From an optimization exercise on the open Yosys and OpenROAD flow, aimed at small area; shortcuts taken in it are not production practice.
Function was checked by simulation only, so behaviour that the tests miss may differ from the original.
Power figures rest on the tool's default switching activity, not on a simulated workload. The flow treats the clock pin as an ideal source, which a real chip does not have.

run A:
// qdma_h2c_adapter
module qdma_h2c_adapter #(
   parameter int MAX_PKT_LEN = MAX_PKT_LEN_DEF,
   parameter int CNT_W       = 16
) (
   input  logic              axi_aclk,
   input  logic              axi_areset,
   input  logic              s_axis_h2c_tvalid,
   output logic              s_axis_h2c_tready,
   input  logic [DATA_W-1:0] s_axis_h2c_tdata,
   input  logic              s_axis_h2c_tlast,
   input  logic [10:0]       s_axis_h2c_tuser_qid,
   input  logic [5:0]        s_axis_h2c_tuser_mty,
   input  logic [31:0]       s_axis_h2c_tuser_mdata,
   output logic              m_axis_tvalid,
   input  logic              m_axis_tready,
   output logic [DATA_W-1:0] m_axis_tdata,
   output logic [KEEP_W-1:0] m_axis_tkeep,
   output logic              m_axis_tlast,
   output logic [15:0]       m_axis_tuser_size,
   output logic [15:0]       m_axis_tuser_src,
   output logic              m_axis_tuser_err,
   output logic [CNT_W-1:0]  stat_pkt_cnt,
   output logic [CNT_W-1:0]  stat_drop_cnt,
   output logic [CNT_W-1:0]  stat_err_cnt
);
Size in the first run: about 2700 cells after synthesis, about 1200 flip-flops, ~1200 I/O pins, about 42000 µm² of cells after synthesis.
export LEC_CHECK = 0
export CAP_MARGIN = 20
export CORE_AREA = 2 2 498 148
export DIE_AREA = 0 0 500 150
export SLEW_MARGIN = 20
create_clock -name core_clock -period 5.0 [get_ports {axi_aclk}]
standard.sh (not shown) runs the stock make flow with config.mk's settings and CLKGATE_MAP_FILE= SYNTH_SCRIPT=/design/flow/synth_recipe.tcl, a recipe that flattens the netlist after the stock synthesis.
==> flow/flow/run.sh <==
#!/bin/bash
# Standard ORFS layout, with the smallest buffer on each port instead of the default port buffer,
# and clock tree synthesis with larger sink clusters and without dummy balancing loads.
set -euo pipefail
bash standard.sh BUFFER_PORTS_ARGS="-buffer_cell sky130_fd_sc_hd__buf_1" \
  CTS_ARGS="-sink_clustering_enable -repair_clock_nets -dont_use_dummy_load -sink_clustering_size 16 -sink_clustering_max_diameter 40 -buf_list sky130_fd_sc_hd__clkbuf_8" finish > standard_flow.log 2>&1
Having completed the whole flow, run A delivered a layout that passed the timing, design-rule and antenna checks.
Edits applied to the flow inputs when going from run A to run B:
# run A
export LEC_CHECK = 0
export CAP_MARGIN = 20
export CORE_AREA = 2 2 498 148
export DIE_AREA = 0 0 500 150
export SLEW_MARGIN = 20
create_clock -name core_clock -period 5.0 [get_ports {axi_aclk}]
# run B
export LEC_CHECK = 0
export CAP_MARGIN = 20
export CORE_AREA = 2 2 598 168
export DIE_AREA = 0 0 600 170
export SLEW_MARGIN = 20
create_clock -name core_clock -period 5.0 [get_ports {axi_aclk}]
==> flow/run.sh (new file) <==
#!/bin/bash
# synth_recipe.tcl (not shown) runs the flow's synth.tcl, then flattens the netlist and writes it again
# the make line also repeats each setting of config.mk as NAME=value (left out here)
make -C /OpenROAD-flow-scripts/flow DESIGN_CONFIG=/design/flow/config.mk WORK_HOME=/design/flow/orfs CLKGATE_MAP_FILE= SYNTH_SCRIPT=/design/flow/synth_recipe.tcl finish
removed: flow/flow/run.sh
removed: flow/standard.sh
### Flow results
Run B: flow completed, timing, DRC and antenna clean
Antenna diode count: run B vs run A down 15
Looking only at layout overhead on the synthesized area, and setting everything else aside, the lower value of run A and run B goes to run A.
For the total wire length, run B came in 26 mm higher than run A did.
Run A and run B ended up with roughly the same final setup violation count.
Higher switching power share of the total among run A and run B: run A
[inputs] run C vs run B
# run B
export LEC_CHECK = 0
export CAP_MARGIN = 20
export CORE_AREA = 2 2 598 168
export DIE_AREA = 0 0 600 170
export SLEW_MARGIN = 20
create_clock -name core_clock -period 5.0 [get_ports {axi_aclk}]
# run C
export LEC_CHECK = 0
export CAP_MARGIN = 20
export CORE_AREA = 2 2 498 148
export DIE_AREA = 0 0 500 150
export PLACE_DENSITY = 0.8
export SLEW_MARGIN = 20
create_clock -name core_clock -period 5.0 [get_ports {axi_aclk}]
==> flow/flow/run.sh (new file) <==
#!/bin/bash
# Standard ORFS layout, with the smallest buffer on each port instead of the default port buffer,
# and clock tree synthesis with larger sink clusters and without dummy balancing loads.
set -euo pipefail
bash standard.sh BUFFER_PORTS_ARGS="-buffer_cell sky130_fd_sc_hd__buf_1" \
  CTS_ARGS="-sink_clustering_enable -repair_clock_nets -dont_use_dummy_load -sink_clustering_size 18 -sink_clustering_max_diameter 50 -buf_list sky130_fd_sc_hd__clkbuf_8" finish > standard_flow.log 2>&1
==> flow/standard.sh (new file) <==
#!/bin/bash
# synth_recipe.tcl (not shown) runs the flow's synth.tcl, then flattens the netlist and writes it again
# the make line also repeats each setting of config.mk as NAME=value (left out here)
make -C /OpenROAD-flow-scripts/flow DESIGN_CONFIG=/design/flow/config.mk WORK_HOME=/design/flow/orfs CLKGATE_MAP_FILE= SYNTH_SCRIPT=/design/flow/synth_recipe.tcl "${@:-finish}"
removed: flow/run.sh
Of run C and run B, the lower die area belongs to run C.
Going from run B to run C, count of clock-buffer cells in the layout decreased 60; total routed wirelength decreased about 10%; power share of the sequential group increased 12 points.
For run C, the most common cell after layout, fill and taps aside was sky130_fd_sc_hd__buf_1, unlike run B, where it was sky130_fd_sc_hd__clkdlybuf4s50_1.
--- input diff run C..run D ---
# run C
export LEC_CHECK = 0
export CAP_MARGIN = 20
export CORE_AREA = 2 2 498 148
export DIE_AREA = 0 0 500 150
export PLACE_DENSITY = 0.8
export SLEW_MARGIN = 20
create_clock -name core_clock -period 5.0 [get_ports {axi_aclk}]
# run D
export LEC_CHECK = 0
export CAP_MARGIN = 20
export CORE_AREA = 2 2 698 138
export DIE_AREA = 0 0 700 140
export SLEW_MARGIN = 20
create_clock -name core_clock -period 5.0 [get_ports {axi_aclk}]
==> flow/flow/run.sh <==
#!/bin/bash
# Standard ORFS layout, with the smallest buffer on each port instead of the default port buffer,
# and clock tree synthesis with larger sink clusters and without dummy balancing loads.
set -euo pipefail
bash standard.sh BUFFER_PORTS_ARGS="-buffer_cell sky130_fd_sc_hd__buf_1" \
  CTS_ARGS="-sink_clustering_enable -repair_clock_nets -dont_use_dummy_load -sink_clustering_size 25 -sink_clustering_max_diameter 60" finish > standard_flow.log 2>&1
Results
Area after synthesis came out exactly the same in run D and run C. Run D and run C ended up with nearly the same synthesized flop and latch total. Changes observed in run D relative to run C: final design instance area without fill picked up an extra 1.5%, final period utilization +0.42 points, final standard cell count with taps included and fillers excluded saw an increase. When run D is measured against run C, its met3 wirelength from detailed routing turns out about 80% lower. When the final numbers for run D and run C were put side by side, the share of final layout cell area taken by clock buffers and inverters turned out to be greater in run D. Run D ended with every stage complete and zero timing, DRC or antenna violations. The number of CTS-inserted buffers number comes out higher for run C vs run D.
The inputs of run E differ from those of run D as listed below.
==> flow/flow/run.sh <==
#!/bin/bash
# Standard ORFS layout, with the smallest buffer on each port instead of the default port buffer,
# and clock tree synthesis with larger sink clusters and without dummy balancing loads.
set -euo pipefail
bash standard.sh BUFFER_PORTS_ARGS="-buffer_cell sky130_fd_sc_hd__buf_1" \
  CTS_ARGS="-sink_clustering_enable -repair_clock_nets -dont_use_dummy_load -sink_clustering_size 30 -sink_clustering_max_diameter 80" finish > standard_flow.log 2>&1
==> comparison <==
- Summary — layout-stage area growth over the synthesis result, run E relative to run D: lower, by 0.47 points.
- In the reports for run E and run D, the smaller number of buffers created by CTS belongs to run E.
- | worst setup slack after layout | run E vs run D | 0.023 ns lower |
- Compared with run D, in run E routed wire length per instance now smaller, post-route minimum period now larger, fraction of area in registers now larger.
- Sort run E and run D by power share of the clock group asc -> top: run E

---

Starting RTL as in the previous note.
==> flow/config.mk <==
export PLATFORM = sky130hd
export DESIGN_NAME = qdma_h2c_adapter
export DESIGN_NICKNAME = qdma_h2c_adapter
export VERILOG_FILES = /design/flow/design.v
export SDC_FILE = /design/flow/constraint.sdc
export NUM_CORES = 4
export LEC_CHECK = 0
export CAP_MARGIN = 20
export CORE_AREA = 2 2 698 138
export CTS_BUF_LIST = sky130_fd_sc_hd__clkbuf_4
export DIE_AREA = 0 0 700 140
export SLEW_MARGIN = 20
==> flow/constraint.sdc <==
create_clock -name core_clock -period 5.0 [get_ports {axi_aclk}]
set_input_delay 1.0000 -clock core_clock [delete_from_list [all_inputs] [get_ports {axi_aclk}]]
set_output_delay 1.0000 -clock core_clock [all_outputs]
set_load 0.01 [all_outputs]
==> flow/flow/run.sh <==
#!/bin/bash
# Standard ORFS layout, with the smallest buffer on each port instead of the default port buffer.
set -euo pipefail
bash standard.sh BUFFER_PORTS_ARGS="-buffer_cell sky130_fd_sc_hd__buf_1" finish > standard_flow.log 2>&1
Change:
==> flow/run.sh (new file) <==
#!/bin/bash
# synth_recipe.tcl (not shown) runs the flow's synth.tcl, then flattens the netlist and writes it again
# the make line also repeats each setting of config.mk as NAME=value (left out here)
make -C /OpenROAD-flow-scripts/flow DESIGN_CONFIG=/design/flow/config.mk WORK_HOME=/design/flow/orfs CLKGATE_MAP_FILE= SYNTH_SCRIPT=/design/flow/synth_recipe.tcl finish
CTS_BUF_LIST = default   (was sky130_fd_sc_hd__clkbuf_4)
removed: flow/flow/run.sh
removed: flow/standard.sh
Effect: Global-route usage goes up by 2.8 points. Sequential power stays flat. Critical path depth grows by 12.

---

The RTL this note starts from:
==> flow/design.v <==
package qdma_h2c_pkg;
   localparam int DATA_W          = 512;
   localparam int KEEP_W          = DATA_W / 8;
   localparam int MAX_PKT_LEN_DEF = 9600;
   typedef enum logic [1:0] {
      FIRST,
      PASS,
      DROP
   } h2c_state_t;
   typedef struct packed {
      logic [DATA_W-1:0] tdata;
      logic [5:0]        mty;
      logic              tlast;
      logic              err;
   } axis_pkt_beat_t;
   function automatic logic [KEEP_W-1:0] mty_to_keep(input logic [5:0] mty);
      mty_to_keep = {KEEP_W{1'b1}} >> mty;
   endfunction
endpackage
module axis_skid_buf #(
   parameter int W = 1
) (
   input  logic  clk_i,
   input  logic  rst_i,
   input  logic  in_valid_i,
   output logic  in_ready_o,
   input  logic [W-1:0] in_data_i,
   output logic  out_valid_o,
   input  logic  out_ready_i,
   output logic [W-1:0] out_data_o,
   output logic  skid_valid_o,
   output logic  out_load_o
);
   logic  out_valid_q, skid_valid_q;
   logic [W-1:0] out_data_q, skid_data_q, skid_data_d;
   logic  push, out_load;
   assign in_ready_o   = ~skid_valid_q;
   assign push         = in_valid_i & ~skid_valid_q;
   assign out_load     = ~out_valid_q | out_ready_i;
   assign out_valid_o  = out_valid_q;
   assign out_data_o   = out_data_q;
   assign skid_valid_o = skid_valid_q;
   assign out_load_o   = out_load;
   assign skid_data_d = skid_valid_q ? skid_data_q : in_data_i;
   always_ff @(posedge clk_i or posedge rst_i) begin
      if (rst_i) begin
         out_valid_q  <= 1'b0;
         skid_valid_q <= 1'b0;
      end else begin
         if (out_load) begin
            out_valid_q  <= skid_valid_q | push;
            skid_valid_q <= 1'b0;
         end else if (push) begin
            skid_valid_q <= 1'b1;
         end
      end
   end
   always_ff @(posedge clk_i) begin
      skid_data_q <= skid_data_d;
      if (out_load) out_data_q <= skid_data_d;
   end
endmodule
import qdma_h2c_pkg::*;
module qdma_h2c_adapter #(
   parameter int MAX_PKT_LEN = MAX_PKT_LEN_DEF,
   parameter int CNT_W       = 16
) (
   input  logic              axi_aclk,
   input  logic              axi_areset,
   input  logic              s_axis_h2c_tvalid,
   output logic              s_axis_h2c_tready,
   input  logic [DATA_W-1:0] s_axis_h2c_tdata,
   input  logic              s_axis_h2c_tlast,
   input  logic [10:0]       s_axis_h2c_tuser_qid,
   input  logic [5:0]        s_axis_h2c_tuser_mty,
   input  logic [31:0]       s_axis_h2c_tuser_mdata,
   output logic              m_axis_tvalid,
   input  logic              m_axis_tready,
   output logic [DATA_W-1:0] m_axis_tdata,
   output logic [KEEP_W-1:0] m_axis_tkeep,
   output logic              m_axis_tlast,
   output logic [15:0]       m_axis_tuser_size,
   output logic [15:0]       m_axis_tuser_src,
   output logic              m_axis_tuser_err,
   output logic [CNT_W-1:0]  stat_pkt_cnt,
   output logic [CNT_W-1:0]  stat_drop_cnt,
   output logic [CNT_W-1:0]  stat_err_cnt
);
   localparam logic [15:0] MAX_LEN = 16'(MAX_PKT_LEN);
   qdma_h2c_pkg::h2c_state_t state_q;
   qdma_h2c_pkg::h2c_state_t state_d;
   logic [15:0]    size_q;
   logic [10:0]    qid_q;
   logic [7:0]     nb_q;
   logic           qerr_q;
   logic [15:0]    osize_q;
   logic [10:0]    oqid_q;
   logic [CNT_W-1:0] pkt_cnt_q, drop_cnt_q, err_cnt_q;
   logic           buf_ready, acc, first, bad, fwd, err;
   logic           skid_valid, out_load;
   logic [15:0]    size_in, cur_size;
   logic [10:0]    cur_qid;
   logic [7:0]     nb;
   logic [14:0]    bytes;
   logic           qerr_nx;
   logic [15:0]    unused_mdata;
   qdma_h2c_pkg::axis_pkt_beat_t in_beat;
   qdma_h2c_pkg::axis_pkt_beat_t out_beat;
   assign unused_mdata = s_axis_h2c_tuser_mdata[31:16];
   assign size_in      = s_axis_h2c_tuser_mdata[15:0];
   assign first        = (state_q == FIRST);
   assign acc          = s_axis_h2c_tvalid & s_axis_h2c_tready;
   assign bad          = (size_in == 16'd0) || (size_in > MAX_LEN);
   assign cur_size     = first ? size_in : size_q;
   assign cur_qid      = first ? s_axis_h2c_tuser_qid : qid_q;
   assign nb      = first ? 8'd0 : nb_q;
   assign bytes   = {1'b0, nb, 6'd0} + 15'(7'(KEEP_W) - {1'b0, s_axis_h2c_tuser_mty});
   assign qerr_nx = ~first & (qerr_q | (s_axis_h2c_tuser_qid != qid_q));
   assign err     = ({1'b0, bytes} != cur_size) | qerr_nx;
   assign fwd     = acc & ((state_q == PASS) | (first & ~bad));
   always_comb begin
      in_beat       = '0;
      in_beat.tdata = s_axis_h2c_tdata;
      in_beat.mty   = s_axis_h2c_tlast ? s_axis_h2c_tuser_mty : 6'd0;
      in_beat.tlast = s_axis_h2c_tlast;
      in_beat.err   = s_axis_h2c_tlast & err;
   end
   always_comb begin
      state_d           = state_q;
      s_axis_h2c_tready = 1'b0;
      if (!axi_areset) s_axis_h2c_tready = (state_q == DROP) ? 1'b1 : buf_ready;
      unique case (state_q)
         FIRST:   if (acc && !s_axis_h2c_tlast) state_d = bad ? DROP : PASS;
         PASS:    if (acc && s_axis_h2c_tlast) state_d = FIRST;
         DROP:    if (acc && s_axis_h2c_tlast) state_d = FIRST;
         default: state_d = FIRST;
      endcase
   end
   always_ff @(posedge axi_aclk or posedge axi_areset) begin
      if (axi_areset) begin
         state_q    <= FIRST;
         pkt_cnt_q  <= '0;
         drop_cnt_q <= '0;
         err_cnt_q  <= '0;
      end else begin
         state_q <= state_d;
         if (acc && first && bad && !(&drop_cnt_q)) drop_cnt_q <= drop_cnt_q + 1'b1;
         if (fwd && s_axis_h2c_tlast && !(&pkt_cnt_q)) pkt_cnt_q <= pkt_cnt_q + 1'b1;
         if (fwd && s_axis_h2c_tlast && err && !(&err_cnt_q)) err_cnt_q <= err_cnt_q + 1'b1;
      end
   end
   always_ff @(posedge axi_aclk) begin
      if (fwd) begin
         size_q <= cur_size;
         qid_q  <= cur_qid;
         nb_q   <= first ? 8'd1 : (nb_q + {7'd0, ~(&nb_q)});
         qerr_q <= qerr_nx;
      end
      if (out_load) begin
         osize_q <= (skid_valid | ~first) ? size_q : size_in;
         oqid_q  <= (skid_valid | ~first) ? qid_q : s_axis_h2c_tuser_qid;
      end
   end
   axis_skid_buf #(
      .W($bits(in_beat))
   ) u_skid (
      .clk_i       (axi_aclk),
      .rst_i       (axi_areset),
      .in_valid_i  (fwd),
      .in_ready_o  (buf_ready),
      .in_data_i   (in_beat),
      .out_valid_o (m_axis_tvalid),
      .out_ready_i (m_axis_tready),
      .out_data_o  (out_beat),
      .skid_valid_o(skid_valid),
      .out_load_o  (out_load)
   );
   assign m_axis_tdata      = out_beat.tdata;
   assign m_axis_tkeep      = {KEEP_W{1'b1}} >> out_beat.mty;
   assign m_axis_tlast      = out_beat.tlast;
   assign m_axis_tuser_size = osize_q;
   assign m_axis_tuser_src  = {5'b0, oqid_q};
   assign m_axis_tuser_err  = out_beat.err;
   assign stat_pkt_cnt      = pkt_cnt_q;
   assign stat_drop_cnt     = drop_cnt_q;
   assign stat_err_cnt      = err_cnt_q;
endmodule
Settings: LEC_CHECK=0, CAP_MARGIN=20, CORE_AREA=2 2 698 138, DIE_AREA=0 0 700 140, SLEW_MARGIN=20; clock period 5.0 ns.
==> flow/flow/run.sh <==
#!/bin/bash
# Standard ORFS layout, with the smallest buffer on each port instead of the default port buffer,
# and clock tree synthesis without dummy balancing loads.
set -euo pipefail
bash standard.sh BUFFER_PORTS_ARGS="-buffer_cell sky130_fd_sc_hd__buf_1" \
  CTS_ARGS="-sink_clustering_enable -repair_clock_nets -dont_use_dummy_load" finish > standard_flow.log 2>&1
The starting point completed with no timing, DRC or antenna violations.
Change:
==> flow/flow/run.sh (replaced) <==
#!/bin/bash
# Standard ORFS layout, with the smallest buffer on each port instead of the default port buffer,
# and clock tree synthesis with larger sink clusters and without dummy balancing loads.
set -euo pipefail
bash standard.sh BUFFER_PORTS_ARGS="-buffer_cell sky130_fd_sc_hd__buf_1" \
  CTS_ARGS="-sink_clustering_enable -repair_clock_nets -dont_use_dummy_load -sink_clustering_size 28 -sink_clustering_max_diameter 50" finish > standard_flow.log 2>&1
--- a/flow/config.mk
+++ b/flow/config.mk
@@ -8,4 +8,4 @@
 export CAP_MARGIN = 20
-export CORE_AREA = 2 2 698 138
-export DIE_AREA = 0 0 700 140
+export CORE_AREA = 2 2 498 148
+export DIE_AREA = 0 0 500 150
 export SLEW_MARGIN = 20
After rerunning:
- global-route usage is higher by 8.0 points
- flip-flop and latch count does not change
- count of clock-buffer cells in the layout is lower by 34
- power is lower by 6.7%
- combinational power is higher by about 4%
- die area is lower by 23%
- synthesized cell count does not change
- first-iteration DRC count is higher by about 21%
- worst setup slack got worse by 0.14 ns
Change:
==> flow/flow/run.sh (replaced) <==
#!/bin/bash
# Standard ORFS layout, with the smallest buffer on each port instead of the default port buffer.
set -euo pipefail
bash standard.sh BUFFER_PORTS_ARGS="-buffer_cell sky130_fd_sc_hd__buf_1" finish > standard_flow.log 2>&1
--- a/flow/config.mk
+++ b/flow/config.mk
@@ -8,4 +8,6 @@
 export CAP_MARGIN = 20
-export CORE_AREA = 2 2 498 148
-export DIE_AREA = 0 0 500 150
+export CORE_AREA = 2 2 698 138
+export CTS_BUF_LIST = sky130_fd_sc_hd__clkbuf_2 sky130_fd_sc_hd__clkbuf_4
+export CTS_CLUSTER_SIZE = 12
+export DIE_AREA = 0 0 700 140
 export SLEW_MARGIN = 20
What happened:
- total power went up by roughly a tenth
- via count is higher by a few percent
- area after synthesis stays the same
- synthesized cell count stays the same
- sequential power barely changes
- sequential cell count is unchanged
Change:
==> flow/flow/run.sh (replaced) <==
#!/bin/bash
# Standard ORFS layout, with the smallest buffer on each port instead of the default port buffer,
# and clock tree synthesis with larger sink clusters and without dummy balancing loads.
set -euo pipefail
bash standard.sh BUFFER_PORTS_ARGS="-buffer_cell sky130_fd_sc_hd__buf_1" \
  CTS_ARGS="-sink_clustering_enable -repair_clock_nets -dont_use_dummy_load -sink_clustering_size 30 -sink_clustering_max_diameter 80" finish > standard_flow.log 2>&1
--- a/flow/config.mk
+++ b/flow/config.mk
@@ -7,7 +7,5 @@
 export LEC_CHECK = 0
-export CAP_MARGIN = 20
+export CAP_MARGIN = 0
 export CORE_AREA = 2 2 698 138
-export CTS_BUF_LIST = sky130_fd_sc_hd__clkbuf_2 sky130_fd_sc_hd__clkbuf_4
-export CTS_CLUSTER_SIZE = 12
 export DIE_AREA = 0 0 700 140
-export SLEW_MARGIN = 20
+export SLEW_MARGIN = 0
Register-to-register slack gains 0.02 ns.
Routed wire length decreases by 4.3%.
Die area is unchanged.
Utilization is lower by 2.0 points.
Flip-flop and latch count does not change.
Change:
==> flow/flow/run.sh (replaced) <==
#!/bin/bash
# Standard ORFS layout, with the smallest buffer on each port instead of the default port buffer,
# and clock tree synthesis with larger sink clusters and without dummy balancing loads.
set -euo pipefail
bash standard.sh BUFFER_PORTS_ARGS="-buffer_cell sky130_fd_sc_hd__buf_1" \
  CTS_ARGS="-sink_clustering_enable -repair_clock_nets -dont_use_dummy_load -sink_clustering_size 25 -sink_clustering_max_diameter 60" finish > standard_flow.log 2>&1
--- a/flow/config.mk
+++ b/flow/config.mk
@@ -7,5 +7,5 @@
 export LEC_CHECK = 0
-export CAP_MARGIN = 0
-export CORE_AREA = 2 2 698 138
-export DIE_AREA = 0 0 700 140
-export SLEW_MARGIN = 0
+export CAP_MARGIN = 20
+export CORE_AREA = 2 2 498 148
+export DIE_AREA = 0 0 500 150
+export SLEW_MARGIN = 20
Worst setup slack got worse by 0.15 ns.
Clock-buffer cell count increases by 8.
Die area decreases by 23%.
Non-clock buffer count decreases by 8.
Global-route usage increases by 8.2 points.
Via count increases by 2.5%.
Routed wire length increases by 11%.
Fmax decreases by 3.5%.
Power increases by 2.3%.
First-iteration DRC count increases by 28%.
Final area decreases by 0.40%.

==> re-timing with driven ports <==
Ports are ideal in the flow. The routed layouts listed here were re-timed in OpenROAD.
Step 1 sets driving cells, clkbuf_16 on the clock port and buf_2 on the other inputs (assumed; they add their load-dependent delay and slew).
Step 2 moves the port delays by t, midway between the first and last clock arrival at a register: inputs arrive t later, outputs are due t later. That takes back most of the time a late clock gives input paths.
Three values: ideal, step 1, step 2; two values: the first two.
| run | shift t [ns] | setup slack, ns | worst setup path after step 2 | worst slew at a driven data input, ns | cell pins on the clock port's net |
|---|---|---|---|---|---|
| run A | 0.763 | 0.825 / 0.865 / 0.102 | input to register | 0.21 | 1 |
| run B | 0.720 | 0.686 / 0.719 / -0.001 | input to register | 0.19 | 1 |
| run C | 0.774 | 0.950 / 1.003 / 0.230 | input to register | 0.25 | 1 |
| run D | 0.694 | 0.929 / 0.951 / 0.257 | input to register | 0.11 | 1 |
| run E | 0.687 | 0.906 / 0.929 / 0.242 | input to register | 0.10 | 1 |
| the first run of note 2 | 1.071 | 0.927 / 0.861 / 0.189 | input to register | 0.10 | 1 |
| the second run of note 2 | 0.726 | 0.568 / 0.614 / -0.112 | input to register | 0.14 | 1 |
| the first run of note 3 | 0.675 | 0.892 / 0.915 / 0.239 | input to register | 0.10 | 1 |
| the second run of note 3 | 0.686 | 0.757 / 0.801 / 0.115 | input to register | 0.19 | 1 |
| the third run of note 3 | 1.081 | 0.883 / 0.814 / 0.203 | input to register | 0.10 | 1 |
| the fourth run of note 3 | 0.687 | 0.906 / 0.929 / 0.242 | input to register | 0.10 | 1 |
| the fifth run of note 3 | 0.693 | 0.758 / 0.812 / 0.119 | input to register | 0.22 | 1 |
With both steps, setup timing fails in run B and the second run of note 2, where it was met with ideal ports. For the first run of note 2, which loses most, drivers alone change the setup slack by -0.066 ns; drivers and shift together by -0.738 ns.
